What follows belongs to an exercise in optimizing a design on an open flow for small area, a short achievable clock period and few clock cycles per item; a production flow would make more cautious choices. Only the layout flow was run in this run; the RTL was not checked for function there. Power and IR drop assume default switching activity.

==> design.v <==
`timescale 1ns / 1ps
package spic_pkg;
  localparam int unsigned CFG_INDEX_W = 3;
  localparam logic [CFG_INDEX_W-1:0] CFG_QUERY_LENGTH   = 3'd0;
  localparam logic [CFG_INDEX_W-1:0] CFG_KEY_LENGTH     = 3'd1;
  localparam logic [CFG_INDEX_W-1:0] CFG_EXPECTED_TASKS = 3'd2;
  localparam logic [CFG_INDEX_W-1:0] CFG_ROW_LIMIT      = 3'd3;
  localparam logic [CFG_INDEX_W-1:0] CFG_INTERVAL_LIMIT = 3'd4;
  localparam logic [31:0] RST_QUERY_LENGTH   = 32'd1024;
  localparam logic [31:0] RST_KEY_LENGTH     = 32'd1024;
  localparam logic [31:0] RST_EXPECTED_TASKS = 32'd32;
  localparam logic [15:0] RST_ROW_LIMIT      = 16'd32;
  localparam logic [7:0]  RST_INTERVAL_LIMIT = 8'd16;
  typedef struct packed {
    logic [31:0] query_length_n;
    logic [31:0] key_length;
    logic [31:0] expected_tasks;
    logic [15:0] row_limit_n;
    logic [7:0]  interval_limit_n;
  } cfg_t;
endpackage
`timescale 1ns / 1ps
module spic_cfg_regs (
  input  logic                                clk,
  input  logic                                rst_n,
  input  logic                                cfg_we,
  input  logic [spic_pkg::CFG_INDEX_W-1:0]    cfg_index,
  input  logic [31:0]                         cfg_wdata,
  output spic_pkg::cfg_t                      cfg
);
  spic_pkg::cfg_t cfg_r;
  logic [4:0]     en;
  logic [31:0]    wd_ql_n, wd_kl, wd_et;
  logic [15:0]    wd_rl_n;
  logic [7:0]     wd_il_n;
  always_comb begin
    for (int i = 0; i < 5; i++)
      en[i] = !rst_n || (cfg_we && (cfg_index == i[2:0]));
    wd_ql_n = ~(rst_n ? cfg_wdata       : spic_pkg::RST_QUERY_LENGTH);
    wd_kl   =   rst_n ? cfg_wdata       : spic_pkg::RST_KEY_LENGTH;
    wd_et   =   rst_n ? cfg_wdata       : spic_pkg::RST_EXPECTED_TASKS;
    wd_rl_n = ~(rst_n ? cfg_wdata[15:0] : spic_pkg::RST_ROW_LIMIT);
    wd_il_n = ~(rst_n ? cfg_wdata[7:0]  : spic_pkg::RST_INTERVAL_LIMIT);
  end
  always_ff @(posedge clk) begin
    if (en[0]) cfg_r.query_length_n   <= wd_ql_n;
    if (en[1]) cfg_r.key_length       <= wd_kl;
    if (en[2]) cfg_r.expected_tasks   <= wd_et;
    if (en[3]) cfg_r.row_limit_n      <= wd_rl_n;
    if (en[4]) cfg_r.interval_limit_n <= wd_il_n;
  end
  assign cfg = cfg_r;
endmodule
`timescale 1ns / 1ps
module spic_check_core (
  input  logic              clk,
  input  logic              rst_n,
  input  spic_pkg::cfg_t    cfg,
  input  logic              acc,       
  input  logic              adv,       
  input  logic [31:0]       qs,
  input  logic [31:0]       qr,
  input  logic [31:0]       it,
  input  logic [31:0]       is,
  input  logic [31:0]       ie,
  input  logic              pe,
  output logic [1:0]        verdict,
  output logic              error_seen
);
  function automatic logic [1:0] cmp32(input logic [31:0] a, input logic [31:0] bn);
    logic [31:0] g, p;
    g = a & bn;
    p = a | bn;
    for (int lvl = 0; lvl < 5; lvl++) begin
      for (int i = 0; i < 16; i++) begin
        if (i < (16 >> lvl)) begin
          g[i] = g[2*i+1] | (p[2*i+1] & g[2*i]);
          p[i] = p[2*i+1] & p[2*i];
        end
      end
    end
    cmp32 = {g[0], g[0] | p[0]};
  endfunction
  function automatic logic [31:0] inc32(input logic [31:0] x);
    logic [8:0]  bc;       
    logic [31:0] k;        
    bc[0] = 1'b1;
    for (int b = 0; b < 8; b++) begin
      k[4*b] = bc[b];
      for (int i = 1; i < 4; i++) k[4*b+i] = k[4*b+i-1] & x[4*b+i-1];
      bc[b+1] = bc[b] & (&x[4*b +: 4]);
    end
    inc32 = x ^ k;
  endfunction
  logic        fresh_r;       
  logic        lz_r;          
  logic [32:0] cursor_r;
  logic [31:0] tasks_r;
  logic [7:0]  left_r;
  logic [31:0] last_stop_n_r;
  logic [3:0]  bad_r;
  logic        first_r, pe_r;
  logic        failed_r;
  logic        first;
  logic [7:0]  left_open;
  logic [31:0] ie_n;
  logic [1:0]  c_rl, c_il, c_ie, c_ls, c_ql, c_kl;
  logic [3:0]  bad;
  logic        cur_gt, cur_eq;
  logic        failed_upd, plan_ok;
  always_comb begin
    first     = fresh_r || lz_r;
    left_open = first ? it[7:0] : left_r;
    ie_n      = ~ie;
    c_rl = cmp32({16'd0, qr[15:0]}, {16'hFFFF, cfg.row_limit_n});    
    c_il = cmp32({24'd0, it[7:0]}, {24'hFF_FFFF, cfg.interval_limit_n});
    c_ie = cmp32(is, ie_n);                                          
    c_ls = cmp32(is, last_stop_n_r);                                 
    bad[0] = first && (fresh_r ? (qs != 32'd0) : (qs != cursor_r[31:0]));
    bad[1] = first && ((qr[31:16] != 16'd0) || (qr[15:0] == 16'd0) ||
                       (it[31:8] != 24'd0) || (it[7:0] == 8'd0));
    bad[2] = first && (c_rl[1] || c_il[1]);
    bad[3] = c_ie[0] || (!first && !c_ls[0]);
    c_ql   = cmp32(cursor_r[31:0], cfg.query_length_n);
    c_kl   = cmp32(cfg.key_length, last_stop_n_r);                   
    cur_gt = cursor_r[32] || c_ql[1];
    cur_eq = !cursor_r[32] && c_ql[0] && !c_ql[1];
    failed_upd = failed_r || (bad_r != 4'd0) || (first_r && cur_gt) || !c_kl[0];
    plan_ok    = !failed_upd && cur_eq && (tasks_r == cfg.expected_tasks) && lz_r;
    if (pe_r) begin
      verdict    = plan_ok ? 2'd1 : 2'd2;
      error_seen = !plan_ok;
    end else begin
      verdict    = 2'd0;
      error_seen = failed_upd;
    end
  end
  always_ff @(posedge clk) begin
    if (acc && first) begin
      cursor_r <= {1'b0, qs} + {17'd0, qr[15:0]};
      tasks_r  <= fresh_r ? 32'd1 : inc32(tasks_r);
    end
  end
  always_ff @(posedge clk) begin
    if (acc) begin
      left_r        <= left_open - 8'd1;
      lz_r          <= (left_open == 8'd1);
      last_stop_n_r <= ie_n;
      bad_r         <= bad;
      first_r       <= first;
      pe_r          <= pe;
    end
  end
  always_ff @(posedge clk) begin
    if (!rst_n) begin
      fresh_r <= 1'b1;
    end else if (acc) begin
      fresh_r <= pe;
    end
  end
  always_ff @(posedge clk) begin
    if (!rst_n) begin
      failed_r <= 1'b0;
    end else if (adv) begin
      failed_r <= !pe_r && failed_upd;
    end
  end
endmodule
`timescale 1ns / 1ps
module sparse_interval_plan_checker (
  input  logic                             clk,
  input  logic                             rst_n,
  input  logic                             cfg_we,
  input  logic [spic_pkg::CFG_INDEX_W-1:0] cfg_index,
  input  logic [31:0]                      cfg_wdata,
  input  logic                             in_valid,
  output logic                             in_ready,
  input  logic [31:0]                      in_task_query_start,
  input  logic [31:0]                      in_task_query_rows,
  input  logic [31:0]                      in_task_interval_total,
  input  logic [31:0]                      in_interval_start,
  input  logic [31:0]                      in_interval_stop,
  input  logic                             in_plan_end,
  output logic                             out_valid,
  input  logic                             out_ready,
  output logic [1:0]                       out_verdict,
  output logic                             out_error_seen
);
  spic_pkg::cfg_t cfg;
  logic           s2_valid_r;
  logic           a_valid_r, b_valid_r;    
  logic [2:0]     a_res_r, b_res_r;        
  logic           acc, adv, pop;
  logic           s2_valid_nxt, a_valid_nxt, b_valid_nxt;
  logic           in_ready_r;
  logic [1:0]     verdict;
  logic           error_seen;
  spic_cfg_regs u_cfg_regs (
    .clk       (clk),
    .rst_n     (rst_n),
    .cfg_we    (cfg_we),
    .cfg_index (cfg_index),
    .cfg_wdata (cfg_wdata),
    .cfg       (cfg)
  );
  assign in_ready = in_ready_r;
  assign acc      = in_valid && in_ready;
  assign pop      = a_valid_r && out_ready;
  assign adv      = s2_valid_r && (!b_valid_r || out_ready);
  spic_check_core u_check_core (
    .clk        (clk),
    .rst_n      (rst_n),
    .cfg        (cfg),
    .acc        (acc),
    .adv        (adv),
    .qs         (in_task_query_start),
    .qr         (in_task_query_rows),
    .it         (in_task_interval_total),
    .is         (in_interval_start),
    .ie         (in_interval_stop),
    .pe         (in_plan_end),
    .verdict    (verdict),
    .error_seen (error_seen)
  );
  always_comb begin
    s2_valid_nxt = acc || (s2_valid_r && !adv);
    a_valid_nxt  = (a_valid_r && !pop) || b_valid_r || adv;
    b_valid_nxt  = (b_valid_r && !pop) || (adv && a_valid_r && !pop) ||
                   (adv && b_valid_r);
  end
  always_ff @(posedge clk) begin
    if (!rst_n) begin
      s2_valid_r <= 1'b0;
      a_valid_r  <= 1'b0;
      b_valid_r  <= 1'b0;
      in_ready_r <= 1'b1;
    end else begin
      s2_valid_r <= s2_valid_nxt;
      a_valid_r  <= a_valid_nxt;
      b_valid_r  <= b_valid_nxt;
      in_ready_r <= !(s2_valid_nxt && b_valid_nxt);
    end
  end
  always_ff @(posedge clk) begin
    if (!a_valid_r || pop) begin
      a_res_r <= b_valid_r ? b_res_r : {verdict, error_seen};
    end
    if (adv && (b_valid_r || !pop) && a_valid_r) begin
      b_res_r <= {verdict, error_seen};
    end
  end
  assign out_valid      = a_valid_r;
  assign out_verdict    = a_res_r[2:1];
  assign out_error_seen = a_res_r[0];
endmodule
==> flow/run.sh <==
#!/bin/bash
# Layout flow: the standard ORFS flow, with the smallest plain buffer
# (buf_1) on the ports in place of the delay-cell buffers buffer_ports picks
# by default; the resizer upsizes the ones on critical paths.
set -euo pipefail
export BUFFER_PORTS_ARGS="-buffer_cell sky130_fd_sc_hd__buf_1"
bash standard.sh > standard.log 2>&1
==> standard.sh <==
#!/bin/bash
# synth_recipe.tcl (not shown) runs the flow's synth.tcl, then flattens the netlist and writes it again
# the make line also repeats each setting of config.mk as NAME=value (left out here)
make -C /OpenROAD-flow-scripts/flow DESIGN_CONFIG=/design/flow/config.mk WORK_HOME=/design/flow/orfs CLKGATE_MAP_FILE= SYNTH_SCRIPT=/design/flow/synth_recipe.tcl "${@:-finish}"
==> config.mk <==
export PLATFORM = sky130hd
export DESIGN_NAME = sparse_interval_plan_checker
export DESIGN_NICKNAME = sparse_interval_plan_checker
export VERILOG_FILES = /design/flow/design.v
export SDC_FILE = /design/flow/constraint.sdc
export NUM_CORES = 4
export LEC_CHECK = 0
export CAP_MARGIN = 20
export CORE_MARGIN = 2
export CORE_UTILIZATION = 40
export CTS_BUF_LIST = sky130_fd_sc_hd__clkbuf_4
export CTS_CLUSTER_DIAMETER = 40
export CTS_CLUSTER_SIZE = 10
export SETUP_SLACK_MARGIN = 4.2
export SLEW_MARGIN = 20
==> constraint.sdc <==
create_clock -name core_clock -period 7.0 [get_ports {clk}]
set_input_delay 1.4000 -clock core_clock [delete_from_list [all_inputs] [get_ports {clk}]]
set_output_delay 1.4000 -clock core_clock [all_outputs]
set_load 0.01 [all_outputs]
==> metrics.cfg <==
[status]
status=no timing/DRC/antenna violations

[yosys]
async_flop_share_pct=0
synth_top_area_share_pct=54.7
synth_compound_area_share_pct=12.9
synth_area_leaders=edfxtp_1 55%, xor2_1 4.3%, ha_1 3.9%
synth_fa_ha_area_share_pct=5.51
synth_top_area_cell=edfxtp_1
syn_area_per_cell_um2=11.0
synth_mux_area_share_pct=0.613
syn_nets=1434
ys_warn_count=3
synth_area_mm2=0.0131
synth-edff-count=238
synth-simple-area-share_pct=14.3
netlist_instances=1191
yosysSeqAreaShare_pct=55.6
synth_xor_area_share_pct=7.04
synth-seq-cells=244
synth_top_family_by_area=simple AND/OR/NAND/NOR gates
ys.flop_type=edfxtp_1
synth_cell_types=67

[place]
io_buffers=205
place.detailed.hpwl_mm=26.8
dpl_worst_slack_ps=3050
place.gp.congestion=0.858
dp.cells=1830

[floorplan]
rows=66
die_width_um=185
initial_core_util_pct=40.3
core-area_mm2=0.0324
io_pins=206
die-area_mm2=0.0341
die_h_um=185

[timing]
fin_setup_tns_ps=0
worst_pin_slew_ps=1020
hold_ws_ps=480
rsz0062_at_grt=true
skew_ps=65.2
timing.final.hold_violations=0
fmax_mhz=333
slew_violations=0
setup_ws_ps=4000
period_share_pct=42.9
max_slew_margin_pct=31.8
setup_viol=0
period_minus_slack_ps=3000

[worst_setup_path]
cpPeakStageDelay_ps=350
rr_startpoint=u_check_core.cursor_r[19]
worst-endpoint-arrival_ps=3380
cp_max_fo=8
start_kind=primary input
critPathSlowestCell=fa_2
path_class=primary input to flip-flop
cp-end-kind=flip-flop
worstRegToRegCells=8
cp_cell_sequence=buf_8 > ha_4 > inv_2 > fa_2 > nor2b_2 > o21ai_2 > a21boi_2 > o2111a_1 > nor3_2 > o41a_1 > buf_6 > o21ai_2 > xor2_1
path_buf_inv=3
cp_common_cell=o21ai_2
path_delay_family=compound AO/OA/AOI/OAI gates
required_ps=7380
r2r_end=a_res_r[2]
r2r_slack_ps=4220

[power]
p_comb_share_pct=15.5
p_sw_share_pct=28.7
static-leakage-power_nw=5.96
p_int_mw=2.54
power.switching_mw=1.02
power.density_mw_per_mm2=226
p_seq_share_pct=52.0
power.share.clock_pct=32.6
ir_drop_mv=0.155

[clock_tree]
clockBufferDepth=3
clock_latency_ps=690
cts_tree=yes
clock-sinks=244
cts_buffers=41
clk_pin_slew_ps=110
root_buffer=clkbuf_4
htree_levels=2

[route]
via_per_inst=5.40
avgRoutedWirePerCell_um=18.8
dr.pass1.iters=7
final_antenna_net_count=0
drt-initial-drc-count=753
drc=0
vias=10400
drt_wl_total_mm=36.3

[layout]
multiInputGateArea_mm2=0.00569
syn_to_final_growth_pct=20.5
regArea_mm2=0.00727
stdcell_count=1929
nNetsFinal=1697
fillers=3037
drive_gt1_share_pct=13.0

[hold_path]
hold_path.class=flip-flop to flip-flop
hold_depth=2
min_from=u_check_core.failed_r
min_to=u_check_core.failed_r

[global_route]
grt_max_degree=66
grt_pass1_vias=9931
grt_antenna_before_repair=4
grt_use_total_pct=21.0
globalRouteOverflowTotal=0
grt_pass1_wl_mm=54.2

[run]
max_cap_viol_count=0

==> cell usage after synthesis (4+ instances only) <==
cell and number:
edfxtp_1 238, inv_1 123, nand2_1 89, nor2_1 89
xor2_1 64, a21oi_1 58, o21ai_0 48, ha_1 41
xnor2_1 41, nor3_1 40, nor4_1 38, nor2b_1 29
o22ai_1 29, a31oi_1 28, nand3_1 20, a22oi_1 19
nand4_1 17, nand2b_1 15, maj3_1 13, clkbuf_1 10
o211ai_1 10, o31ai_1 10, or3_1 10, mux2i_1 8
a211oi_1 7, and3_1 6, and4_1 6, dfxtp_1 6
o221ai_1 6, a22o_1 5, and2_1 5, maj3_2 5
o21a_1 5, a21o_1 4, o21bai_1 4, o22a_1 4
==> layout by cell type, fill, tap and decap left out, types with 19 or more instances in the layout <==
master,netlist,final
o22ai_1,29,29
nand2_1,89,88
nor3_1,40,31
a21oi_1,58,54
a31oi_1,28,28
buf_4,0,26
ha_1,41,33
edfxtp_1,238,238
o21ai_0,48,35
nor2_1,89,87
a22oi_1,19,19
xnor2_1,41,41
nand3_1,20,19
xor2_1,64,64
clkbuf_4,0,47
nor2b_1,29,28
nor4_1,38,35
inv_1,123,121
buf_1,1,183
==> metrics by stage <==
stage                     util, %  instance area (µm²)  total power, mW
after global routing         48.6                15700             3.72
after global placement       44.9                14500             2.38
after CTS                    48.0                15500             3.57
final                        48.6                15700             3.56
after floorplan                 -                13200             2.17
after detailed placement     44.9                14500             2.39
==> power groups by stage <==
stage	combinational, mW	clock, mW	sequential [mW]
after CTS	0.533	1.19	1.85
after detailed placement	0.502	0	1.88
after global placement	0.496	0	1.88
after floorplan	0.324	0	1.85
after global routing	0.608	1.24	1.87
final	0.551	1.16	1.85
==> final cells by class <==
class / count / share of cell area (%)
clock buffer: 46 / 2.19
timing repair buffer: 234 / 6.88
inverter: 123 / 2.96
tap: 442 / 3.51
sequential: 244 / 46.2
clock inverter: 27 / 2.04
multi-input combinational: 810 / 36.2
antenna: 3 / 0.0477
==> routing by layer <==
metal / wire, µm / global-route usage [%] / vias to the layer above
met5: 23 / 0 / -
met4: 806 / 5.81 / 4
met3: 2610 / 3.66 / 69
met2: 17100 / 34.7 / 383
met1: 15800 / 28.4 / 4983
li1: - / - / 4973
==> worst reg2reg max path: stages (launching register included) <==
cell	delay (ps)
edfxtp_1	470
o22ai_1	230
nor3_1	80
o21ai_0	160
a21oi_1	110
a211oi_2	310
nand4_1	280
or4_4	620
a31o_1	250
==> worst max-delay path by stage <==
stage                      startpoint                         to  slack (ps)  cells after the start
6_report       in_task_query_start[0]  u_check_core.cursor_r[20]        4000                     13
5_1_grt        in_task_query_start[0]  u_check_core.cursor_r[20]        3950                     13
4_1_cts         in_task_query_rows[0]  u_check_core.cursor_r[20]        3910                     12
3_5_place_dp   in_task_query_start[0]  u_check_core.cursor_r[16]        3050                     12
3_3_place_gp   in_task_query_start[0]  u_check_core.cursor_r[16]        3050                     12
2_1_floorplan  in_task_query_start[0]  u_check_core.cursor_r[16]        3550                     11
==> sequential cells by signal, summed over array words and instances, names as in the netlist <==
register and flops:
u_cfg_regs.cfg_r 120, u_check_core.cursor_r 33, u_check_core.last_stop_n_r 32, u_check_core.tasks_r 32, u_check_core.left_r 8, u_check_core.bad_r 4, a_res_r 3, b_res_r 3
a_valid_r 1, b_valid_r 1, in_ready_r 1, s2_valid_r 1, u_check_core.failed_r 1, u_check_core.first_r 1, u_check_core.fresh_r 1, u_check_core.lz_r 1
u_check_core.pe_r 1
==> logic make-up after synthesis <==
kind of cell               after synthesis
and+or+nand+nor                        375
AOI/OAI and AO/OA                      262
DFF                                    244
buffers and inverters                  137
xor gates and xnor gates               105
adders and majority gates               60
muxes                                    8
==> timing repair <==
action,4_1_cts,5_1_grt
endpoints found under the hold margin,0,0
pin swaps,28,10
hold buffers,0,0
setup endpoints to repair,25,26
resized for setup,52,25
buffers inserted,15,7

-- what the ideal ports hide --
Ports are ideal in the flow. The routed layout listed here was re-timed in OpenROAD.
Step 1 assumes that a clkbuf_16 drives the clock port and a buf_2 every other input.
Step 2, shift: input delay + t, output delay - t, t = (earliest + latest rising clock arrival at the registers) / 2. This alone moves slack from input paths to output paths.
Three values: ideal ports, drivers, drivers and shift; two values: the first two.
shift t [ns]: 0.704
slack for setup (ns): 3.997 / 3.983 / 3.279
worst setup path after step 2: input to register
After both steps setup and hold are still met in this run. The setup slack of this run moves by -0.014 ns with the drivers and by -0.718 ns with both steps.
